What follows belongs to an exercise in optimizing a design on an open flow for small area and a short achievable clock period; a production flow would make more cautious choices. Only simulation tests tie the RTL to the original design; equivalence was not proved.

## design/flow/constraint.sdc

```tcl
create_clock -name core_clock -period 10.0 [get_ports {nvdla_core_clk}]
set_input_delay 2.0000 -clock core_clock [delete_from_list [all_inputs] [get_ports {nvdla_core_clk}]]
set_output_delay 2.0000 -clock core_clock [all_outputs]
set_load 0.01 [all_outputs]
```

## design/flow/config.mk

```make
export PLATFORM = sky130hd
export DESIGN_NAME = cacc_fp48_calc
export DESIGN_NICKNAME = cacc_fp48_calc
export VERILOG_FILES = /design/flow/design.v
export SDC_FILE = /design/flow/constraint.sdc
export NUM_CORES = 4
export LEC_CHECK = 0
export ABC_AREA = 1
export CAP_MARGIN = 20
export CORE_MARGIN = 2
export CORE_UTILIZATION = 40
export SETUP_SLACK_MARGIN = 4.5
export SLEW_MARGIN = 20
```

## design/flow/run.sh

```bash
#!/bin/bash
# synth_recipe.tcl (not shown) runs the flow's synth.tcl, then flattens the netlist and writes it again
# the make line also repeats each setting of config.mk as NAME=value (left out here)
make -C /OpenROAD-flow-scripts/flow DESIGN_CONFIG=/design/flow/config.mk WORK_HOME=/design/flow/orfs CLKGATE_MAP_FILE= SYNTH_SCRIPT=/design/flow/synth_recipe.tcl finish
```

## design/flow/design.v

```verilog
`timescale 1ns/10ps
`default_nettype none
module cacc_lsd #(
  parameter WIDTH = 36
) (
  input  wire [WIDTH-1:0] value,
  output wire [5:0]       cnt
);
  localparam N = 64;
  wire [N-1:0] x = {value[WIDTH-1:1] ^ value[WIDTH-2:0], 1'b1, {(N-WIDTH){1'b0}}};
  reg [N-1:0]   z;
  reg [6*N-1:0] c;
  integer l, b;
  always @(*) begin
    z = ~x;
    c = {(6*N){1'b0}};
    for (l = 1; l <= 6; l = l + 1) begin
      for (b = 0; b < (N >> l); b = b + 1) begin
        c[6*b +: 6] = z[2*b+1] ? (c[6*(2*b) +: 6] | (6'd1 << (l - 1))) : c[6*(2*b+1) +: 6];
        z[b]        = z[2*b+1] & z[2*b];
      end
    end
  end
  assign cnt = c[5:0];
endmodule
`default_nettype wire
`timescale 1ns/10ps
`default_nettype none
module cacc_add #(
  parameter WIDTH = 41
) (
  input  wire [WIDTH-1:0] a,
  input  wire [WIDTH-1:0] b,
  input  wire             cin,
  output wire [WIDTH-1:0] sum
);
  localparam LEVELS = 6;
  wire [WIDTH:0] g0 = {a & b, cin};
  wire [WIDTH:0] p0 = {a ^ b, 1'b0};
  reg [WIDTH:0] g, p, gn, pn;
  integer l, i, k;
  always @(*) begin
    g = g0;
    p = p0;
    for (l = 0; l < LEVELS; l = l + 1) begin
      gn = g;
      pn = p;
      for (i = 0; i <= WIDTH; i = i + 1) begin
        if ((i >> l) & 1) begin
          k = ((i >> l) << l) - 1;
          gn[i] = g[i] | (p[i] & g[k]);
          pn[i] = p[i] & p[k];
        end
      end
      g = gn;
      p = pn;
    end
  end
  assign sum = p0[WIDTH:1] ^ g[WIDTH-1:0];
endmodule
`default_nettype wire
`timescale 1ns/10ps
`default_nettype none
module cacc_fp48_calc (
  input  wire        nvdla_core_clk,
  input  wire        nvdla_core_rstn,
  input  wire        in_valid,
  input  wire        in_sel,
  input  wire [43:0] in_data,
  input  wire [47:0] in_op,
  input  wire        in_op_valid,
  output wire [47:0] out_partial_data,
  output reg         out_partial_valid,
  output reg  [31:0] out_final_data,
  output reg         out_final_valid
);
  reg r1_valid, r1_fin;
  reg r2_valid, r2_fin;
  reg r3_fin;
  always @(posedge nvdla_core_clk or negedge nvdla_core_rstn) begin
    if (!nvdla_core_rstn) begin
      r1_valid          <= 1'b0;
      r1_fin            <= 1'b0;
      r2_valid          <= 1'b0;
      r2_fin            <= 1'b0;
      r3_fin            <= 1'b0;
      out_partial_valid <= 1'b0;
      out_final_valid   <= 1'b0;
    end else begin
      r1_valid          <= in_valid;
      r1_fin            <= in_valid & in_sel;
      r2_valid          <= r1_valid;
      r2_fin            <= r1_fin;
      r3_fin            <= r2_fin;
      out_partial_valid <= r2_valid & ~r2_fin;
      out_final_valid   <= r3_fin;
    end
  end
  wire [5:0]  d_expo = in_data[43:38];
  wire [37:0] d_mant = in_data[37:0];
  wire [7:0]  o_expo = in_op_valid ? in_op[47:40] : 8'd0;
  wire [39:0] o_mant = in_op_valid ? in_op[39:0] : 40'd0;
  wire d_zero = ~(|d_mant);
  wire d_nan  = &d_expo;
  wire o_zero = ~(|o_mant);
  wire o_nan  = &o_expo;
  wire [5:0] d_lead;
  cacc_lsd #(.WIDTH(36)) u_lsd36 (
    .value (d_mant[35:0]),
    .cnt   (d_lead)
  );
  reg [35:0] r1_dm;
  reg [5:0]  r1_lead;
  reg [7:0]  r1_oe;
  reg [39:0] r1_om;
  reg        r1_nan;
  reg [8:0]  r1_adiff;
  reg        r1_xge;
  wire [7:0] o_expz = o_zero ? 8'd0 : o_expo;
  wire [8:0] a_dd   = {3'b0, d_expo} + 9'd47;
  wire [8:0] a_do   = a_dd - {1'b0, o_expo};
  wire [8:0] a_zo   = 9'd35 - {1'b0, o_expo};
  wire [8:0] a_diff = d_zero ? (o_zero ? 9'd35 : a_zo) :
                               (o_zero ? a_dd  : a_do);
  wire       a_ge = ~a_diff[8] & (a_diff[7] | a_diff[6] | (a_diff[5:0] >= d_lead));
  always @(posedge nvdla_core_clk) begin
    r1_adiff <= a_diff;
    r1_xge   <= a_ge;
    r1_dm    <= d_mant[35:0];
    r1_lead  <= d_lead;
    r1_oe    <= o_expz;
    r1_om    <= {(d_nan & ~o_nan) ? d_mant[37:27] : o_mant[39:29], o_mant[28:0]};
    r1_nan   <= d_nan | o_nan;
  end
  wire [35:0] x_norm = r1_dm << r1_lead;
  wire [39:0] x_mant = {x_norm, 4'b0};
  wire [7:0]  y_expo = r1_oe;
  wire        x_ge    = r1_xge & ~r1_nan;
  wire [8:0]  xy_diff = r1_adiff - {3'b0, r1_lead};
  wire [8:0]  yx_diff = {3'b0, r1_lead} - r1_adiff;
  wire [7:0]  sh_amt  = x_ge ? xy_diff[7:0] : yx_diff[7:0];
  wire [7:0]  max_e   = y_expo + (x_ge ? sh_amt : 8'd0);
  wire [39:0] bg   = x_ge ? x_mant : r1_om;
  wire [39:0] sml = x_ge ? r1_om  : x_mant;
  reg [41:0] s_wide;
  always @(*) begin
    s_wide = $signed({sml, 2'd0}) >>> sh_amt[5:0];
    if (sh_amt[7] | sh_amt[6]) s_wide = {42{sml[39]}};
  end
  reg s_stick;
  integer j;
  always @(*) begin
    s_stick = sml[39] & (sh_amt >= 8'd43);
    for (j = 0; j < 40; j = j + 1) begin
      if (sml[j] && ({1'b0, sh_amt} >= j + 3) && ({1'b0, sh_amt} <= j + 40)) begin
        s_stick = 1'b1;
      end
    end
  end
  reg [39:0] r2_big;
  reg [39:0] r2_small;
  reg [2:0]  r2_cut;
  reg [7:0]  r2_expo;
  reg        r2_nan;
  always @(posedge nvdla_core_clk) begin
    r2_big   <= bg;
    r2_small <= s_wide[41:2];
    r2_cut   <= {s_wide[1:0], s_stick};
    r2_expo  <= max_e;
    r2_nan   <= r1_nan;
  end
  wire [40:0] m_sum;
  cacc_add #(.WIDTH(41)) u_add (
    .a   ({r2_big[39], r2_big}),
    .b   ({r2_small[39], r2_small}),
    .cin (1'b0),
    .sum (m_sum)
  );
  wire [43:0] s_tot = {m_sum, r2_cut};
  wire        s_zero = ~(|s_tot);
  wire [5:0] s_lead;
  cacc_lsd #(.WIDTH(44)) u_lsd44 (
    .value (s_tot),
    .cnt   (s_lead)
  );
  reg [43:0] s_shift;
  always @(*) begin
    s_shift = s_tot;
    if (s_lead[5]) s_shift = s_shift << 32;
    if (s_lead[4]) s_shift = s_shift << 16;
    if (s_lead[3]) s_shift = s_shift << 8;
    if (s_lead[2]) s_shift = s_shift << 4;
    if (s_lead[1]) s_shift = s_shift << 2;
    if (s_lead[0]) s_shift = s_shift << 1;
  end
  wire [7:0]  s_e1    = r2_expo + 8'd1;
  reg [41:0] r3_sum;
  reg [7:0]  r3_e1;
  reg [5:0]  r3_lead;
  always @(posedge nvdla_core_clk) begin
    r3_sum  <= r2_nan ? {r2_big[39:29], 31'd0} : {s_shift[43:3], |s_shift[2:0]};
    r3_e1   <= r2_nan ? 8'hff : s_zero ? 8'd0 : s_e1;
    r3_lead <= (r2_nan | s_zero) ? 6'd0 : s_lead;
  end
  wire        r_sign  = r3_sum[41];
  wire [39:0] r_eff   = r3_sum[41:2];
  wire        r_p5    = r3_sum[1] & (~r_sign | r3_sum[0]);
  wire [39:0] r_round = r_eff + {39'd0, r_p5};
  wire        r_cpos  = ~r_sign & (&r_eff[38:0]) & r_p5;
  wire        r_cneg  = r_sign & ~r_eff[38] & (&r_eff[37:0]) & r_p5;
  wire [39:0] r_mant  = {r_round[39] & ~r_cpos, r_round[38] ^ (r_cpos | r_cneg), r_round[37:0]};
  wire [7:0]  r_e0    = r3_e1 - {2'b00, r3_lead};
  wire [7:0]  r_em    = r_e0 - 8'd1;
  wire [7:0]  r_ep    = r_e0 + 8'd1;
  wire [7:0]  r_expo  = r_cneg ? r_em : r_cpos ? r_ep : r_e0;
  assign out_partial_data = {r_expo, r_mant};
  wire        p_sign  = r_mant[39];
  wire [38:0] p_umant = r_mant[38:0];
  wire        p_neg2  = p_sign & ~(|p_umant);
  wire        p_nan   = &r_expo;
  wire        p_zero  = ~(|r_mant);
  wire        p_z14   = ~(|p_umant[13:0]);
  wire        p_c     = p_sign & p_z14;
  wire [24:0] p_b     = p_umant[38:14] ^ {25{p_sign}};
  wire        p_carry = (&p_b[24:1]) & (p_b[0] ^ p_c);
  wire [22:0] p_inc   = p_b[23:1] + {22'd0, p_b[0] | p_c};
  wire [22:0] p_frac  = p_nan ? {13'b0, p_umant[38:29]} : p_inc;
  wire [7:0]  p_er    = r_expo + 8'd64 + {7'd0, p_carry | p_neg2};
  wire [7:0]  p_expo  = p_zero ? 8'd0 : p_nan ? 8'hff : p_er;
  always @(posedge nvdla_core_clk) begin
    out_final_data <= {p_sign, p_expo, p_frac};
  end
endmodule
`default_nettype wire
```

==> flow_metrics.tcl, run 1 <==
set metrics [dict create \
    worst-path-max-fanout 4 \
    clkSinkCount 287 \
    antenna_found_initial 0 \
    synth_nets 4242 \
    grt_pass1_wl_mm 138 \
    ant_nets 0 \
    avgRoutedWirePerCell_um 18.2 \
    floorplan.rows 90 \
    fmax_ghz 0.183 \
    dp_hpwl_mm 71.6 \
    dr_total_vias 26400 \
    grt_pass1_vias 24700 \
    io-pin-count 179 \
    status "finished clean" \
    required_ns 8.00 \
    postSynthAreaPerCell_sq_um 6.13 \
    cts_tree "done" \
    dr_wl_met2_mm 42.2 \
    die_x_um 252 \
    hold_path_end "out_final_valid" \
    synth.distinct_cells 66 \
    rsz0062_at_grt "yes" \
    ys_seq_area_share_pct 23.6 \
    synthCells 4002 \
    numCtsBuffers 36 \
    fin_cells 4941 \
    grt_util_all_layers_pct 27.6 \
    synthTopCellsByArea "dfxtp_1 23%, nand2_1 17%, nand3_1 8.0%" \
    core-area_sq_um 60500 \
    period_needed_ns 5.46 \
    drive_gt1_share_pct 7.53 \
    hold_depth 0 \
    synth_top_cell_by_area "dfxtp_1" \
    drt-total-wl_mm 90.1 \
    max_slew_margin_pct 36.2 \
    drt_iter0_drc 2204 \
    post-place-ws_ns 3.78 \
    route.detailed.drc 0 \
    htreeDepth 2 \
    area_growth_syn_to_layout_pct 17.5 \
    hp-class "reg -> reg" \
    cp.arrival_ns 3.46 \
    num_antenna_cells 0 \
    synth_top_area_share_pct 22.9 \
    critical_path_class "reg -> out" \
    finalMaxSlewViolations 0 \
    place_congestion 1.00 \
    setup-tns-final_ns 0 \
    via_per_inst 5.35 \
    synth_warnings 4 \
    start_kind "flip-flop" \
    hold_slack_ns 0.344 \
    drt-pass1-iter-count 6 \
    nNetsFinal 4374 \
    highest-signal-layer "met4" \
    max_cap_viol_count 0 \
    synth_seq_cells 287 \
    syn-cell-area_sq_um 24500 \
    dieHeight_um 252 \
    finalWorstSetupSlack_ns 4.54 \
    finalClockSkew_ns 0.0375 \
    wl_met1_mm 37.8 \
    r2r-end "r2_cut[2]" \
    reg2reg_depth 25 \
    die-area_sq_um 63300 \
    grt_overflow 0 \
    start_util_pct 40.5 \
    clock_latency_ns 0.57 \
    rrSetupSlack_ns 4.83 \
    r2r-start "r1_lead[0]" \
    grt_max_degree 111 \
    dp_cells 4830 \
    finalSetupViolCount 0 \
    cts_buffer_depth 3 \
    hold_viol_final 0 \
    ctsRootBufferMaster "clkbuf_16" \
    end_kind "primary output" \
    tightestPinTransition_ns 0.955 \
    min-delay-start "r3_fin" \
    wl_met3_mm 5.17 \
    clk_pin_slew_worst_paths_ns 0.06 \
    min_period_over_period_pct 54.6 \
    io_buffers 178 \
]
-- flip-flops by register name, indices dropped and copies added (netlist names), 3 cells and up --
signal and cells:
r2_big 40, r1_om 40, r1_oe 8, r1_adiff 8, r3_lead 6, r2_cut 3, r1_dm 36, r2_small 40
r3_e1 8, r2_expo 8, out_final_data 32, r1_lead 6, r3_sum 42
-- metrics by stage --
step,utilization [%],instance area [sq um]
after floorplan,-,24500
after global placement,44.3,26800
after detailed placement,44.3,26800
after CTS,46.7,28200
after global routing,47.6,28800
final,47.6,28800
-- worst max-delay path by stage --
stage	start	endpoint	slack, ns	depth (start not counted)
after global routing	r3_sum[1]	out_partial_data[35]	4.36	13
after global placement	in_op[2]	r1_xge	3.79	17
after detailed placement	in_op[2]	r1_xge	3.78	17
final	r3_sum[1]	out_partial_data[35]	4.54	13
after CTS	r3_sum[11]	out_partial_data[42]	4.43	10
after floorplan	in_op_valid	r1_xge	4.88	18
-- Yosys cell counts, drive strengths merged --
library cell	number
dfrtp	7
o21a	11
o22ai	17
inv	515
clkbuf	87
a2111oi	1
a21boi	5
o41ai	3
clkinv	9
nand4	71
and2	3
nor2	343
nor3	47
o311ai	2
fa	10
nor4b	1
a311oi	2
nor4	21
or3	2
or2	30
o221ai	3
nand2	1151
o31ai	12
ha	133
a21oi	134
nand3b	15
xnor2	35
buf	73
o21ai	341
o2111ai	8
mux2i	21
a21o	8
nand3	401
a31oi	16
and3	1
a211oi	6
dfxtp	280
a221oi	5
a22o	1
o211ai	57
o21bai	24
xor2	90
-- kinds of logic (layout without fill, tap and decap cells) --
logic type | Yosys count | in the layout | synth area share [%]
muxes | 21 | 21 | 0.858
AOI/OAI and AO/OA | 656 | 657 | 15.4
xor gates and xnor gates | 125 | 125 | 4.56
adders and majority gates | 143 | 143 | 7.61
and+or+nand+nor | 2086 | 2088 | 37.0
buffers and inverters | 684 | 838 | 11.0
DFF | 287 | 287 | 23.6
-- cells in the final DEF (no fill, tap or decap), types with 31 or more instances in the layout --
cell type,synthesis,final
a21oi_1,129,127
buf_4,6,69
clkbuf_16,0,37
clkdlybuf4s50_1,0,169
dfxtp_1,280,280
ha_1,133,131
inv_1,503,501
nand2_1,1126,1122
nand3_1,393,389
nand4_1,71,71
nor2_1,330,314
nor3_1,40,33
o211ai_1,57,57
o21ai_0,308,306
o21ai_1,31,31
xor2_1,89,78
-- worst max-delay path, cell delays in order (launching register included) --
cell and delay [ns]:
dfxtp_1 0.32, inv_1 0.07, o21ai_4 0.26, ha_4 0.20
nand3_2 0.14, nor3_2 0.24, nand3_2 0.21, inv_1 0.13
nand2_1 0.13, nor3_4 0.20, nand2_1 0.12, xor2_2 0.27
inv_1 0.12, clkdlybuf4s50_1 0.49
-- per-layer routing --
| layer | vias to the layer above | global-route usage (%) |
|---|---|---|
| li1 | 13300 | - |
| met5 | - | 0 |
| met3 | 254 | 3.15 |
| met4 | 0 | 13.9 |
| met1 | 11900 | 34.1 |
| met2 | 959 | 47.5 |
-- timing repair --
| action | in CTS | in global routing |
|---|---|---|
| pin swaps | 11 | 23 |
| gates resized for setup | 46 | 59 |
| setup buffers | 11 | 33 |
| hold buffers | 0 | 0 |
| gates cloned | 0 | 4 |
| endpoints found under the setup margin | 75 | 87 |
-- layout make-up --
cell class,count,area [sq um]
clock buffers,43,978
repair buffers,250,2340
repair inverters,1,8.76
inverters,524,1990
well taps,782,978
clock inverters,20,210
multi-input cells,3034,16500
fillers,6465,31700
flip-flops and latches,287,5780
==> run 2: changes to the inputs <==
--- a/design/flow/config.mk
+++ b/design/flow/config.mk
@@ -11,3 +11,3 @@
 export CORE_UTILIZATION = 40
-export SETUP_SLACK_MARGIN = 4.5
+export SETUP_SLACK_MARGIN = 4.25
 export SLEW_MARGIN = 20
==> run 2 against run 1 <==
Cell area fell by 1.7%. Hold slack barely moved. Critical endpoint unchanged. Still clean. Sequential share of layout area rose by 0.35 points. First-iteration DRC count fell by 5.1%. Utilization fell by 0.81 points. Register-to-register slack got worse by 0.21 ns.
==> flow_metrics.tcl, run 2 <==
set metrics [dict create \
    status "finished clean" \
    end_kind "primary output" \
    dr_total_vias 26100 \
    final_util_pct 46.8 \
    highest-signal-layer "met4" \
    hp-class "reg -> reg" \
    postLayoutCellArea_sq_um 28300 \
    synthTopCellsByCount "1126 x nand2_1, 503 x inv_1, 393 x nand3_1, 330 x nor2_1, 308 x o21ai_0" \
    postSynthAreaPerCell_sq_um 6.13 \
    synthArstFlopShare_pct 2.44 \
    cts_buffer_depth 3 \
    clock_latency_ns 0.57 \
    wl_met1_mm 37.5 \
    synth-edff-count 0 \
    antenna_found_initial 0 \
    nNetsFinal 4340 \
    htreeDepth 2 \
    ctsHoldBuffers 0 \
    tightestPinTransition_ns 0.966 \
    drt_iter0_drc 2091 \
    finalMaxSlewViolations 0 \
    dr_wl_met2_mm 41.8 \
    max_cap_viol_count 0 \
    die-area_sq_um 63300 \
    synth_warnings 4 \
    ctsRootBufferMaster "clkbuf_16" \
    largest_reg_flops 42 \
    die_x_um 252 \
    fmax_ghz 0.181 \
    hold_depth 0 \
    grt_util_all_layers_pct 27.6 \
    clkSinkCount 287 \
    ant_nets 0 \
    dieHeight_um 252 \
    synthTopCellsByArea "dfxtp_1 23%, nand2_1 17%, nand3_1 8.0%" \
    avgRoutedWirePerCell_um 18.0 \
    synth_top_cell_by_area "dfxtp_1" \
    start_kind "flip-flop" \
    worst-path-max-fanout 5 \
    numCtsBuffers 36 \
    regMostFlops "r3_sum" \
    yosysMostFrequentCell "nand2_1" \
    grt_pass1_vias 24600 \
    hold_path_end "out_final_valid" \
    rsz0062_at_grt "no" \
    cts_tree "done" \
    place_congestion 1.00 \
    max_slew_margin_pct 35.5 \
    synth-main-ff-cell "dfxtp_1" \
    route.detailed.drc 0 \
    min-delay-start "r3_fin" \
    finalClockSkew_ns 0.0390 \
    final_common_cell "nand2_1" \
    wl_met3_mm 4.61 \
    grt_max_degree 111 \
    reg2reg_depth 28 \
    drive_gt1_share_pct 6.11 \
    via_per_inst 5.33 \
    dp_hpwl_mm 71.6 \
    required_ns 8.00 \
    hold_viol_final 0 \
    drt-total-wl_mm 88.6 \
    final_cell_mix "1124 x nand2_1, 501 x inv_1, 391 x nand3_1" \
    synth_top_area_share_pct 22.9 \
    r2r-end "r3_sum[0]" \
    synth_seq_cells 287 \
    synthCells 4002 \
    period_needed_ns 5.54 \
    core-area_sq_um 60500 \
    start_util_pct 40.5 \
    finalSetupViolCount 0 \
    ys_seq_area_share_pct 23.6 \
    postPlaceCellArea_sq_um 26800 \
    critical_path_class "reg -> out" \
    grt_pass1_wl_mm 137 \
    grt_overflow 0 \
    synth_nets 4242 \
    r2r-start "r2_big[2]" \
    area_growth_syn_to_layout_pct 15.5 \
    setup-tns-final_ns 0 \
    io-pin-count 179 \
    synth.distinct_cells 66 \
    rrSetupSlack_ns 4.62 \
    cp.arrival_ns 3.54 \
    clk_pin_slew_worst_paths_ns 0.06 \
    drt-pass1-iter-count 6 \
    min_period_over_period_pct 55.4 \
    floorplan.rows 90 \
    io_buffers 178 \
    syn-cell-area_sq_um 24500 \
]
[run 2: cell counts after synthesis]
No cell type changed its count.
[run 2: what timing repair did]
| item | in CTS | in global routing |
|---|---|---|
| endpoints found under the setup margin | 60 | 65 |
| hold endpoints to repair | 0 | 0 |
| resized for setup | 14 | 42 |
| buffers inserted | 1 | 13 |
| pin swaps | 1 | 11 |
[run 2: critical path, cell delays in order, from the launching register on]
cell and delay [ns]:
dfxtp_1 0.36, o21ai_4 0.22, ha_1 0.25, nand3_2 0.16
nor3_2 0.24, nand3_2 0.22, inv_1 0.13, nand2_1 0.12
nor3_2 0.24, nand2_1 0.13, xor2_2 0.28, inv_1 0.13
clkdlybuf4s50_1 0.49
[run 2: cell families (layout without fill, tap and decap cells)]
kind of cell | count (synthesis) | after routing | synth area share (%)
adders and majority gates | 143 | 143 | 7.61
DFF | 287 | 287 | 23.6
AOI/OAI and AO/OA | 656 | 656 | 15.4
other | 0 | 1 | 0
xor gates and xnor gates | 125 | 125 | 4.56
and+or+nand+nor | 2086 | 2086 | 37.0
muxes | 21 | 21 | 0.858
buffers and inverters | 684 | 807 | 11.0
[run 2: worst max-delay path by stage]
stage / from / to / depth (start not counted)
final: r3_sum[41] / out_partial_data[35] / 12
after global routing: r3_sum[1] / out_partial_data[36] / 12
after CTS: r3_sum[1] / out_partial_data[31] / 11
after detailed placement: in_op[2] / r1_xge / 17
after global placement: in_op[2] / r1_xge / 17
after floorplan: in_op_valid / r1_xge / 18
[run 2: metrics by stage]
step | worst slack, ns | hold WS (ns) | cells
final | 4.46 | 0.344 | 4908
after global routing | 4.25 | 0.357 | 4907
after CTS | 4.17 | 0.348 | 4894
after detailed placement | 3.78 | 0.339 | 4830
after global placement | 3.79 | 0.333 | 4830
after floorplan | 4.88 | 0.331 | 4002
[run 2: layout make-up]
cell class | count | area, sq um
antenna | 1 | 2.50
inverter | 524 | 1980
sequential | 287 | 5780
timing repair buffer | 220 | 2100
fill | 6530 | 32200
multi-input combinational | 3031 | 16300
tap | 782 | 978
clock inverter | 20 | 210
clock buffer | 43 | 978
[run 2: metal layers]
metal / up-vias / track usage, %
met5: - / 0
met1: 11800 / 34.0
li1: 13200 / -
met3: 232 / 3.11
met4: 0 / 14.4
met2: 852 / 47.2
==> run 3: changes to the inputs <==
==> design/flow/flow/run.sh (new file) <==
#!/bin/bash
set -e
export BUFFER_PORTS_ARGS="-buffer_cell sky130_fd_sc_hd__buf_2"
bash standard.sh > standard.log 2>&1
==> design/flow/standard.sh (new file) <==
#!/bin/bash
# synth_recipe.tcl (not shown) runs the flow's synth.tcl, then flattens the netlist and writes it again
# the make line also repeats each setting of config.mk as NAME=value (left out here)
make -C /OpenROAD-flow-scripts/flow DESIGN_CONFIG=/design/flow/config.mk WORK_HOME=/design/flow/orfs CLKGATE_MAP_FILE= SYNTH_SCRIPT=/design/flow/synth_recipe.tcl "${@:-finish}"
removed: design/flow/run.sh
==> run 3 against run 2 <==
Still clean on timing, DRC and antenna. Count of clock-buffer cells in the layout rose by 1. Fmax fell by 1.2%. Wire length fell by 0.82%. Cell count fell by 0.14%. Critical path type unchanged. Largest cell class unchanged.
==> flow_metrics.tcl, run 3 <==
set metrics [dict create \
    synth_simple_gate_area_share_pct 37.0 \
    ctsRootBufferMaster "clkbuf_16" \
    end_kind "primary output" \
    synth_nets 4242 \
    grt_pass1_vias 24600 \
    dp_hpwl_mm 70.7 \
    max_cap_viol_count 0 \
    synth-edff-count 0 \
    clk_pin_slew_worst_paths_ns 0.05 \
    busiest_layer "met2" \
    multiInputGateArea_sq_um 16100 \
    grtUsageMet2_pct 47.2 \
    rsz0062_at_grt "no" \
    startpoint "r3_sum[1]" \
    final_common_cell "nand2_1" \
    critical_path_class "reg -> out" \
    synthArstFlopShare_pct 2.44 \
    postSynthAreaPerCell_sq_um 6.13 \
    numCtsBuffers 35 \
    status "finished clean" \
    max_slew_margin_pct 35.1 \
    synth_seq_cells 287 \
    synthTopCellsByCount "1126 x nand2_1, 503 x inv_1, 393 x nand3_1, 330 x nor2_1, 308 x o21ai_0" \
    regMostFlops "r3_sum" \
    finalClockSkew_ns 0.0283 \
    synth_top_area_share_pct 22.9 \
    die_x_um 252 \
    setup-tns-final_ns 0 \
    cp.arrival_ns 3.60 \
    grt_util_all_layers_pct 27.3 \
    floorplan.rows 90 \
    syn-cell-area_sq_um 24500 \
    synth.distinct_cells 66 \
    clock_latency_ns 0.55 \
    period_needed_ns 5.60 \
    drt-pass1-iter-count 9 \
    r2r-start "r1_lead[2]" \
    seq_area_sq_um 5780 \
    route.detailed.drc 0 \
    htreeDepth 2 \
    final_util_pct 44.9 \
    place_congestion 1.07 \
    yosysMostFrequentCell "nand2_1" \
    synth_warnings 4 \
    synth-xor-area-share_pct 4.56 \
    synth-main-ff-cell "dfxtp_1" \
    synth_top_family_by_area "simple AND/OR/NAND/NOR gates" \
    clkSinkCount 287 \
    cts_tree "done" \
    grt_max_degree 111 \
    min-delay-start "r3_fin" \
    required_ns 8.00 \
    dieHeight_um 252 \
    area_growth_syn_to_layout_pct 10.8 \
    io-pin-count 179 \
    drive_gt1_share_pct 9.54 \
    finalMaxSlewViolations 0 \
    final_cell_mix "1125 x nand2_1, 502 x inv_1, 392 x nand3_1" \
    synth_compound_area_share_pct 15.4 \
    start_kind "flip-flop" \
    finalSetupViolCount 0 \
    fmax_ghz 0.179 \
    nFillCells 6558 \
    ys_seq_area_share_pct 23.6 \
    io_buffers 178 \
    largest_reg_flops 42 \
    ant_nets 0 \
    antenna_found_initial 2 \
    dr_total_vias 26200 \
    hold_viol_final 0 \
    ctsHoldBuffers 0 \
    tightestPinTransition_ns 0.974 \
    synth_fa_ha_area_share_pct 7.61 \
    hold_slack_ns 0.347 \
    grt_overflow 0 \
    core-area_sq_um 60500 \
    worst-path-max-fanout 5 \
    via_per_inst 5.34 \
    hp-class "reg -> reg" \
    muxShareOfSynthArea_pct 0.858 \
    grt_pass1_wl_mm 136 \
    nNetsFinal 4333 \
    avgRoutedWirePerCell_um 17.9 \
    synthCells 4002 \
    met3_usage_pct 2.65 \
    synth_top_cell_by_area "dfxtp_1" \
    use_met1_pct 33.9 \
    die-area_sq_um 63300 \
    drt-total-wl_mm 87.9 \
    cts_buffer_depth 3 \
    min_period_over_period_pct 56.0 \
    drt_iter0_drc 2173 \
    start_util_pct 40.5 \
    synthTopCellsByArea "dfxtp_1 23%, nand2_1 17%, nand3_1 8.0%" \
]
run 3: repair_timing:
item                                   in CTS  in global routing
setup endpoints to repair                   8                 53
pin swaps                                   0                  2
endpoints found under the hold margin       0                  0
resized for setup                           3                 17
buffers inserted                            0                  8
run 3: area by class of cell:
class                      count  area share (%)
antenna                        1         0.00921
clock buffer                  44            3.58
clock inverter                18           0.608
inverter                     524            7.33
multi-input combinational   3031            59.3
sequential                   287            21.3
tap                          782            3.60
timing repair buffer         214            4.29
run 3: cell families after synthesis:
group	Yosys count
buffers and inverters	684
flip-flops	287
XOR/XNOR	125
AO/OA/AOI/OAI	656
adder cells (fa/ha/maj)	143
multiplexers	21
AND/OR/NAND/NOR	2086
run 3: path summary, 6_finish.rpt:
kind / end / slack (ns) / cells past startpoint
setup / recovery: out_partial_data[34] / 4.40 / 12
hold / removal: out_final_valid / 0.35 / 0
setup reg to reg: r2_cut[0] / 4.61 / 21
hold reg to reg: out_final_valid / 0.35 / 0
max in group asynchronous: out_final_valid / 8.56 / 1
min in group asynchronous: r2_valid / 1.29 / 1
run 3: worst max-delay path, cell delays in order, from the launching register on:
cell and delay [ns]:
dfxtp_1 0.33, inv_1 0.07, o21ai_2 0.28, ha_1 0.28, ha_1 0.25, nand4_1 0.26, nor4_4 0.34, nand3_1 0.21
nor2_1 0.21, nand4_1 0.12, xor2_1 0.47, inv_1 0.08, buf_2 0.16
run 3: metal layers:
metal,up-vias,wire length (um)
met5,-,0
met4,0,4480
met3,208,4970
met2,925,41500
met1,11800,36900
li1,13300,-
run 3: stage by stage:
stage | std cells | setup slack [ns] | instance area [sq um]
floorplan | 4002 | 4.88 | 24500
global placement | 4830 | 3.62 | 25900
detailed placement | 4830 | 3.56 | 25900
CTS | 4892 | 4.18 | 27000
global route | 4900 | 4.25 | 27200
finish | 4901 | 4.40 | 27200
==> run 4: changes to the inputs <==
--- a/design/flow/config.mk
+++ b/design/flow/config.mk
@@ -11,3 +11,3 @@
 export CORE_UTILIZATION = 40
-export SETUP_SLACK_MARGIN = 4.25
+export SETUP_SLACK_MARGIN = 4.5
 export SLEW_MARGIN = 20
==> run 4 against run 3 <==
Critical path type unchanged. Critical endpoint unchanged. Sequential share of layout area is 0.16 points lower. Hold slack unchanged. Still clean on timing, DRC and antenna. First-iteration DRC count grew 8.1%. Flip-flop and latch count stayed put.
==> flow_metrics.tcl, run 4 <==
set metrics [dict create \
    floorplan.rows 90 \
    synth-edff-count 0 \
    finalClockSkew_ns 0.0275 \
    grt_max_degree 111 \
    route.detailed.drc 0 \
    io-pin-count 179 \
    yosysMostFrequentCell "nand2_1" \
    cp.arrival_ns 3.32 \
    min_period_over_period_pct 53.2 \
    ant_nets 0 \
    synthTopCellsByCount "1126 x nand2_1, 503 x inv_1, 393 x nand3_1, 330 x nor2_1, 308 x o21ai_0" \
    status "finished clean" \
    place_congestion 1.07 \
    clock_latency_ns 0.55 \
    ys_seq_area_share_pct 23.6 \
    die_x_um 252 \
    start_util_pct 40.5 \
    core-area_sq_um 60500 \
    post-place-ws_ns 3.56 \
    clkSinkCount 287 \
    final_cell_mix "1125 x nand2_1, 500 x inv_1, 392 x nand3_1" \
    synthCells 4002 \
    finalMaxSlewViolations 0 \
    max_cap_viol_count 0 \
    synthArstFlopShare_pct 2.44 \
    ctsRootBufferMaster "clkbuf_16" \
    final_common_cell "nand2_1" \
    grt_overflow 0 \
    hold_viol_final 0 \
    via_per_inst 5.38 \
    grt_pass1_vias 24600 \
    dp_hpwl_mm 70.7 \
    grt_util_all_layers_pct 27.4 \
    antenna_found_initial 2 \
    drive_gt1_share_pct 10.2 \
    postSynthAreaPerCell_sq_um 6.13 \
    synth-main-ff-cell "dfxtp_1" \
    regMostFlops "r3_sum" \
    worst-path-max-fanout 4 \
    rsz0062_at_grt "yes" \
    setup-tns-final_ns 0 \
    area_growth_syn_to_layout_pct 11.6 \
    hp-class "reg -> reg" \
    avgRoutedWirePerCell_um 18.1 \
    synth_seq_cells 287 \
    synth_top_cell_by_area "dfxtp_1" \
    cts_buffer_depth 3 \
    period_needed_ns 5.32 \
    dr_total_vias 26400 \
    drt-pass1-iter-count 6 \
    numCtsBuffers 35 \
    start_kind "flip-flop" \
    synth_warnings 4 \
    clk_pin_slew_worst_paths_ns 0.06 \
    finalWorstSetupSlack_ns 4.68 \
    io_buffers 178 \
    syn-cell-area_sq_um 24500 \
    synthTopCellsByArea "dfxtp_1 23%, nand2_1 17%, nand3_1 8.0%" \
    synth_top_area_share_pct 22.9 \
    end_kind "primary output" \
    required_ns 8.00 \
    drt-total-wl_mm 88.9 \
    htreeDepth 2 \
    tightestPinTransition_ns 0.925 \
    max_slew_margin_pct 38.4 \
    dieHeight_um 252 \
    synth.distinct_cells 66 \
    cts_tree "done" \
    finalSetupViolCount 0 \
    largest_reg_flops 42 \
    drt_iter0_drc 2350 \
    synth_nets 4242 \
    die-area_sq_um 63300 \
    grt_pass1_wl_mm 137 \
    critical_path_class "reg -> out" \
    fmax_ghz 0.188 \
    nNetsFinal 4342 \
    ctsHoldBuffers 0 \
]
## run 4: cells by family after synthesis
| kind of cell | count (synthesis) | synth area share, % |
|---|---|---|
| fa+ha+maj | 143 | 7.61 |
| mux | 21 | 0.858 |
| flops | 287 | 23.6 |
| compound gates | 656 | 15.4 |
| xor+xnor | 125 | 4.56 |
| simple gates | 2086 | 37.0 |
| buf+inv | 684 | 11.0 |
## run 4: stage by stage
| step | hold slack, ns | cells | utilization, % | area, sq um |
|---|---|---|---|---|
| CTS | 0.349 | 4894 | 44.8 | 27100 |
| detailed placement | 0.337 | 4830 | 42.8 | 25900 |
| global placement | 0.333 | 4830 | 42.8 | 25900 |
| global route | 0.355 | 4909 | 45.2 | 27400 |
| floorplan | 0.331 | 4002 | - | 24500 |
| finish | 0.347 | 4910 | 45.3 | 27400 |
## run 4: final timing paths
| kind | cells past startpoint | slack (ns) | start | endpoint |
|---|---|---|---|---|
| hold / removal | 0 | 0.35 | r3_fin | out_final_valid |
| setup reg to reg | 21 | 4.80 | r1_lead[2] | r2_cut[0] |
| hold reg to reg | 0 | 0.35 | r3_fin | out_final_valid |
| setup / recovery | 12 | 4.68 | r3_sum[1] | out_partial_data[34] |
| min in group asynchronous | 1 | 1.29 | nvdla_core_rstn | r2_valid |
| max in group asynchronous | 1 | 8.55 | nvdla_core_rstn | out_final_valid |
## run 4: timing repair
item / CTS / global route
gates resized for setup: 15 / 35
cloned: 2 / 2
setup endpoints to repair: 54 / 59
endpoints found under the hold margin: 0 / 0
setup buffers: 0 / 13
pin swaps: 1 / 9
## run 4: layer usage
metal / track usage, % / vias to the layer above / wire length, um
li1: - / 13300 / -
met5: 0 / - / 0
met3: 2.66 / 221 / 4830
met4: 13.5 / 0 / 4610
met2: 47.4 / 965 / 42000
met1: 34.0 / 11900 / 37500
## run 4: cell type report
cell class / instances / area [sq um]
clock buffers: 44 / 972
flip-flops and latches: 287 / 5780
diodes: 1 / 2.50
fillers: 6537 / 33100
inverters: 524 / 2000
well taps: 782 / 978
multi-input cells: 3035 / 16200
repair buffers: 219 / 1220
clock inverters: 18 / 165
## run 4: critical path: stages (launching register included)
cell,delay [ns]
dfxtp_1,0.33
inv_1,0.08
o21ai_4,0.20
ha_2,0.25
ha_1,0.24
nand4_1,0.18
nor4_4,0.36
nand3_1,0.22
nor2_2,0.18
nand4_1,0.25
xor2_4,0.30
inv_1,0.06
buf_2,0.14
==> run 5: changes to the inputs <==
--- a/design/flow/config.mk
+++ b/design/flow/config.mk
@@ -11,3 +11,3 @@
 export CORE_UTILIZATION = 40
-export SETUP_SLACK_MARGIN = 4.5
+export SETUP_SLACK_MARGIN = 5.0
 export SLEW_MARGIN = 20
==> run 5 against run 4 <==
Utilization grew 2.6 points. Critical endpoint is now out_partial_data[47]. Synthesized cell count unchanged. Wire length up 2.4%. Cell area rose by 5.8%. Largest cell class unchanged. Hold slack better by 0.0010 ns. Register-to-register slack improved by 0.42 ns. Critical path depth is 1 higher. First-iteration DRC count fell by 2.6%. Fmax grew 6.6%. Cell count up 1.4%.
==> flow_metrics.tcl, run 5 <==
set metrics [dict create \
    drive_gt1_share_pct 14.8 \
    nNetsFinal 4409 \
    io-pin-count 179 \
    rrSetupSlack_ns 5.22 \
    postSynthAreaPerCell_sq_um 6.13 \
    htreeDepth 2 \
    period_needed_ns 4.99 \
    required_ns 8.00 \
    dp_hpwl_mm 70.0 \
    antenna_found_initial 1 \
    r2r-end "r2_cut[0]" \
    drt-total-wl_mm 91.0 \
    io_buffers 178 \
    clock_latency_ns 0.57 \
    final_util_pct 47.9 \
    busiest_layer "met2" \
    final_cell_mix "1113 x nand2_1, 478 x inv_1, 386 x nand3_1" \
    dieHeight_um 252 \
    fmax_ghz 0.200 \
    synth-xor-area-share_pct 4.56 \
    drt-pass1-iter-count 8 \
    critical_path_class "reg -> out" \
    finalClockSkew_ns 0.0391 \
    max_slew_margin_pct 39.3 \
    r2r-start "r1_lead[2]" \
    regMostFlops "r3_sum" \
    min_period_over_period_pct 49.9 \
    syn-cell-area_sq_um 24500 \
    via_per_inst 5.36 \
    grt_util_all_layers_pct 27.8 \
    grt_overflow 0 \
    synth_fa_ha_area_share_pct 7.61 \
    hold_path_end "out_final_valid" \
    dr_total_vias 26700 \
    numCtsBuffers 38 \
    clk_pin_slew_worst_paths_ns 0.06 \
    synth-edff-count 0 \
    ctsHoldBuffers 0 \
    synthTopCellsByArea "dfxtp_1 23%, nand2_1 17%, nand3_1 8.0%" \
    setup-tns-final_ns 0 \
    synth_compound_area_share_pct 15.4 \
    finalSetupViolCount 0 \
    grt_pass1_vias 25300 \
    max_cap_viol_count 0 \
    core-area_sq_um 60500 \
    reg2reg_depth 21 \
    place_congestion 1.05 \
    grtUsageMet2_pct 47.9 \
    muxShareOfSynthArea_pct 0.858 \
    synthCells 4002 \
    worst-path-max-fanout 2 \
    cp.arrival_ns 2.99 \
    nFillCells 6328 \
    met3_usage_pct 3.65 \
    hold_viol_final 0 \
    min-delay-start "r3_fin" \
    hp-class "reg -> reg" \
    hold_depth 0 \
    largest_reg_flops 42 \
    synthArstFlopShare_pct 2.44 \
    finalMaxSlewViolations 0 \
    cts_tree "done" \
    die-area_sq_um 63300 \
    tightestPinTransition_ns 0.909 \
    die_x_um 252 \
    synth_nets 4242 \
    rsz0062_at_grt "yes" \
    synth_top_area_share_pct 22.9 \
    yosysMostFrequentCell "nand2_1" \
    final_common_cell "nand2_1" \
    ant_nets 0 \
    start_kind "flip-flop" \
    synthTopCellsByCount "1126 x nand2_1, 503 x inv_1, 393 x nand3_1, 330 x nor2_1, 308 x o21ai_0" \
    synth_seq_cells 287 \
    status "finished clean" \
    area_growth_syn_to_layout_pct 18.2 \
    drt_iter0_drc 2288 \
    start_util_pct 40.5 \
    num_antenna_cells 0 \
    grt_max_degree 78 \
    ys_seq_area_share_pct 23.6 \
    grt_pass1_wl_mm 139 \
    ctsRootBufferMaster "clkbuf_16" \
    synth_simple_gate_area_share_pct 37.0 \
    use_met1_pct 34.0 \
    cts_buffer_depth 3 \
    synth_warnings 4 \
    avgRoutedWirePerCell_um 18.3 \
    end_kind "primary output" \
    clkSinkCount 287 \
    synth.distinct_cells 66 \
    route.detailed.drc 0 \
    synth_top_family_by_area "simple AND/OR/NAND/NOR gates" \
    synth_top_cell_by_area "dfxtp_1" \
    floorplan.rows 90 \
    synth-main-ff-cell "dfxtp_1" \
]
[run 5: cell counts after synthesis]
Identical to the previous run, type by type.
[run 5: cell type report]
cell class | instances | area [sq um] | share of cell area (%)
timing repair buffer | 279 | 1810 | 6.25
sequential | 287 | 5810 | 20.1
clock buffer | 48 | 1070 | 3.69
tap | 782 | 978 | 3.38
clock inverter | 18 | 194 | 0.670
inverter | 524 | 2030 | 7.01
multi-input combinational | 3039 | 17100 | 58.9
[run 5: timing repair]
action	4_1_cts	5_1_grt
gates cloned	5	7
pin swaps	24	66
buffers inserted	26	42
gates resized for setup	90	186
hold endpoints to repair	0	0
setup endpoints to repair	108	102
[run 5: worst max-delay path by stage]
stage | start | endpoint
6_report | r3_e1[0] | out_partial_data[47]
5_1_grt | r3_e1[0] | out_partial_data[47]
4_1_cts | r3_sum[1] | out_partial_data[34]
3_5_place_dp | in_op_valid | r1_xge
3_3_place_gp | in_op_valid | r1_xge
2_1_floorplan | in_op_valid | r1_xge
[run 5: per-layer routing]
metal  vias up  wire length (um)
li1      13400                 -
met5         -                 0
met1     12100             37800
met4         0              5030
met3       271              5270
met2       945             43000
[run 5: kinds of logic (layout without fill, tap and decap cells)]
kind of cell / count (synthesis) / count (layout)
buffers and inverters: 684 / 869
multiplexers: 21 / 21
adder cells (fa/ha/maj): 143 / 143
AO/OA/AOI/OAI: 656 / 657
flip-flops: 287 / 287
AND/OR/NAND/NOR: 2086 / 2093
XOR/XNOR: 125 / 125
[run 5: critical path: stages (launching register included)]
cell,delay [ns]
dfxtp_2,0.32
inv_2,0.06
ha_4,0.12
inv_2,0.04
fa_2,0.35
buf_4,0.15
xor2_2,0.16
inv_2,0.08
nor3_4,0.15
nand3_2,0.13
o31ai_4,0.31
o2111ai_2,0.16
xor2_1,0.23
buf_2,0.18
[run 5: per-stage QoR]
step	worst slack [ns]	instance area (sq um)	hold slack, ns	std cells
floorplan	5.01	24500	0.331	4002
global placement	3.85	25900	0.333	4831
detailed placement	3.72	25900	0.337	4831
CTS	4.89	27800	0.351	4928
global route	4.86	29000	0.366	4977
finish	5.01	29000	0.348	4977
==> run 6: changes to the inputs <==
--- a/design/flow/config.mk
+++ b/design/flow/config.mk
@@ -11,3 +11,3 @@
 export CORE_UTILIZATION = 40
-export SETUP_SLACK_MARGIN = 5.0
+export SETUP_SLACK_MARGIN = 4.75
 export SLEW_MARGIN = 20
==> run 6 against run 5 <==
Critical endpoint is now out_partial_data[34]. Largest cell class unchanged. Highest routed layer unchanged. Die area did not move. Count of clock-buffer cells in the layout is 4 lower. Worst setup slack got worse by 0.079 ns.
==> flow_metrics.tcl, run 6 <==
set metrics [dict create \
    ant_nets 0 \
    nNetsFinal 4355 \
    hp-class "reg -> reg" \
    hold_path_end "out_final_valid" \
    hold_viol_final 0 \
    grt_pass1_wl_mm 137 \
    cts_tree "done" \
    min-delay-start "r3_fin" \
    status "finished clean" \
    synth-main-ff-cell "dfxtp_1" \
    synthTopCellsByArea "dfxtp_1 23%, nand2_1 17%, nand3_1 8.0%" \
    muxShareOfSynthArea_pct 0.858 \
    clkSinkCount 287 \
    worst-path-max-fanout 4 \
    ctsHoldBuffers 0 \
    dieHeight_um 252 \
    grt_util_all_layers_pct 27.4 \
    crit_chain "inv_1 > o21ai_4 > ha_4 > ha_2 > nand4_1 > nor4_4 > nand3_1 > nor2_2 > nand4_1 > xor2_2 > inv_1 > buf_2" \
    synth-xor-area-share_pct 4.56 \
    io_buffers 178 \
    synthArstFlopShare_pct 2.44 \
    synthTopCellsByCount "1126 x nand2_1, 503 x inv_1, 393 x nand3_1, 330 x nor2_1, 308 x o21ai_0" \
    final_cell_mix "1121 x nand2_1, 499 x inv_1, 390 x nand3_1" \
    max_stage_delay_ns 0.33 \
    synth_fa_ha_area_share_pct 7.61 \
    via_per_inst 5.37 \
    synth.distinct_cells 66 \
    num_antenna_cells 0 \
    dp_cells 4830 \
    cts_buffer_depth 3 \
    floorplan.rows 90 \
    dr_total_vias 26500 \
    grt_pass1_vias 24700 \
    place_congestion 1.07 \
    rsz0062_at_grt "yes" \
    grt_overflow 0 \
    area_growth_syn_to_layout_pct 13.1 \
    end_kind "primary output" \
    avgRoutedWirePerCell_um 18.1 \
    max_slew_margin_pct 37.1 \
    drive_gt1_share_pct 11.4 \
    die_x_um 252 \
    htreeDepth 2 \
    yosysMostFrequentCell "nand2_1" \
    dp_hpwl_mm 70.7 \
    crit_family "simple AND/OR/NAND/NOR gates" \
    finalClockSkew_ns 0.0258 \
    start_kind "flip-flop" \
    tightestPinTransition_ns 0.935 \
    drt-pass1-iter-count 7 \
    period_needed_ns 5.07 \
    syn-cell-area_sq_um 24500 \
    largest_reg_flops 42 \
    r2r-end "r3_sum[41]" \
    postSynthAreaPerCell_sq_um 6.13 \
    fmax_ghz 0.197 \
    finalMaxSlewViolations 0 \
    grt_max_degree 111 \
    rrSetupSlack_ns 5.04 \
    fin_cells 4922 \
    io-pin-count 179 \
    hold_depth 0 \
    finalSetupViolCount 0 \
    r2r-start "r2_big[2]" \
    synth_simple_gate_area_share_pct 37.0 \
    synth_compound_area_share_pct 15.4 \
    drt_iter0_drc 2250 \
    synth-edff-count 0 \
    min_period_over_period_pct 50.7 \
    drt-total-wl_mm 89.3 \
    required_ns 8.00 \
    route.detailed.drc 0 \
    reg2reg_depth 24 \
    ys_seq_area_share_pct 23.6 \
    setup-tns-final_ns 0 \
    crit_buf_inv 3 \
    antenna_found_initial 2 \
    ctsRootBufferMaster "clkbuf_16" \
    die-area_sq_um 63300 \
    regMostFlops "r3_sum" \
    max_cap_viol_count 0 \
    postPlaceCellArea_sq_um 25900 \
    critical_path_class "reg -> out" \
    numCtsBuffers 35 \
    nFillCells 6505 \
    synth_seq_cells 287 \
    synth_nets 4242 \
    postLayoutCellArea_sq_um 27700 \
    synth_top_cell_by_area "dfxtp_1" \
    clk_pin_slew_worst_paths_ns 0.06 \
    core-area_sq_um 60500 \
    start_util_pct 40.5 \
    clock_latency_ns 0.55 \
    synth_top_family_by_area "simple AND/OR/NAND/NOR gates" \
    synth_top_area_share_pct 22.9 \
    synthCells 4002 \
    final_common_cell "nand2_1" \
    cp_slowest_cell "dfxtp_1" \
    cp.arrival_ns 3.07 \
    synth_warnings 4 \
]
run 6: cell counts after synthesis:
Identical to the previous run, type by type.
run 6: per-stage QoR:
stage          hold WS [ns]  setup WS [ns]  util [%]
6_report              0.347           4.93      45.9
3_3_place_gp          0.333           3.62      42.8
2_1_floorplan         0.331           4.88         -
4_1_cts               0.349           4.71      45.0
5_1_grt               0.355           4.71      45.9
3_5_place_dp          0.337           3.56      42.8
run 6: worst max path at each step:
stage | depth (start not counted) | slack (ns) | end | startpoint
finish | 12 | 4.93 | out_partial_data[34] | r3_sum[1]
global route | 13 | 4.71 | out_partial_data[38] | r3_sum[1]
CTS | 11 | 4.71 | out_partial_data[31] | r3_sum[1]
detailed placement | 18 | 3.56 | r1_xge | in_op_valid
global placement | 17 | 3.62 | r1_xge | in_op_valid
floorplan | 18 | 4.88 | r1_xge | in_op_valid
run 6: per-layer routing:
layer | vias up | part of all wire (%) | GRT usage (%)
met5 | - | 0 | 0
met4 | 0 | 5.1 | 13.1
met3 | 218 | 5.2 | 2.87
met2 | 923 | 47 | 47.6
met1 | 12000 | 42 | 33.9
li1 | 13300 | - | -
run 6: area by class of cell:
type	instances	area (sq um)	area share, %
Clock buffer	44	972	3.51
Clock inverter	18	165	0.596
Inverter	524	2010	7.26
Multi-Input combinational cell	3036	16500	59.5
Sequential cell	287	5780	20.8
Tap cell	782	978	3.53
Timing Repair Buffer	231	1330	4.80
run 6: repair_timing:
item	CTS	global route
setup endpoints to repair	73	87
gates resized for setup	35	72
setup buffers	5	20
pin swaps	6	17
gates cloned	2	3
run 6: kinds of logic after synthesis:
| kind of cell | count (synthesis) |
|---|---|
| xor gates and xnor gates | 125 |
| DFF | 287 |
| adders and majority gates | 143 |
| buffers and inverters | 684 |
| muxes | 21 |
| AOI/OAI and AO/OA | 656 |
| and+or+nand+nor | 2086 |
run 6: worst reg2reg max path: stages (launching register included):
cell and delay (ns):
dfxtp_1 0.30, ha_1 0.33, nand3_1 0.08, nand3_1 0.16, nand2_1 0.12, nand2_2 0.13, nand2_2 0.11, nand2_4 0.13
fa_1 0.41, xnor2_1 0.41, ha_1 0.33, nor2_1 0.21, nand2_1 0.13, nor2_1 0.23, nand3_4 0.23, nor2_4 0.24
buf_4 0.18, nand2_1 0.07, nand3_2 0.09, buf_6 0.30, inv_4 0.27, nand3_1 0.16, nand2_1 0.10, nand2_1 0.08
nand2_1 0.05

what the ideal ports hide:
No port has a modelled driver above. Below, the same layouts with a new extraction and two added sets of constraints. Step 1, drivers: a clkbuf_16 drives nvdla_core_clk and a buf_2 each remaining input, both assumed. Step 2 times the ports against the registers' clock, not the clock port: input delays grow and output delays shrink by t, the midpoint of the rising clock arrivals with the driver on. Slacks: no drivers / after step 1 / after step 2; pairs: no drivers / after step 1.
run | shift t [ns] | slack for setup (ns) | worst setup path at the end
run 1 | 0.621 | 4.537 / 4.466 / 4.034 | input to register
run 2 | 0.617 | 4.464 / 4.395 / 3.906 | input to register
run 3 | 0.608 | 4.398 / 4.327 / 4.068 | input to register
run 4 | 0.607 | 4.678 / 4.607 / 4.182 | input to register
run 5 | 0.615 | 5.006 / 4.940 / 4.486 | input to register
run 6 | 0.602 | 4.926 / 4.859 / 4.447 | input to register
After both steps every run listed still meets setup and hold. The setup slack of run 2, which loses most, moves by -0.069 ns with the drivers and by -0.558 ns with both steps.
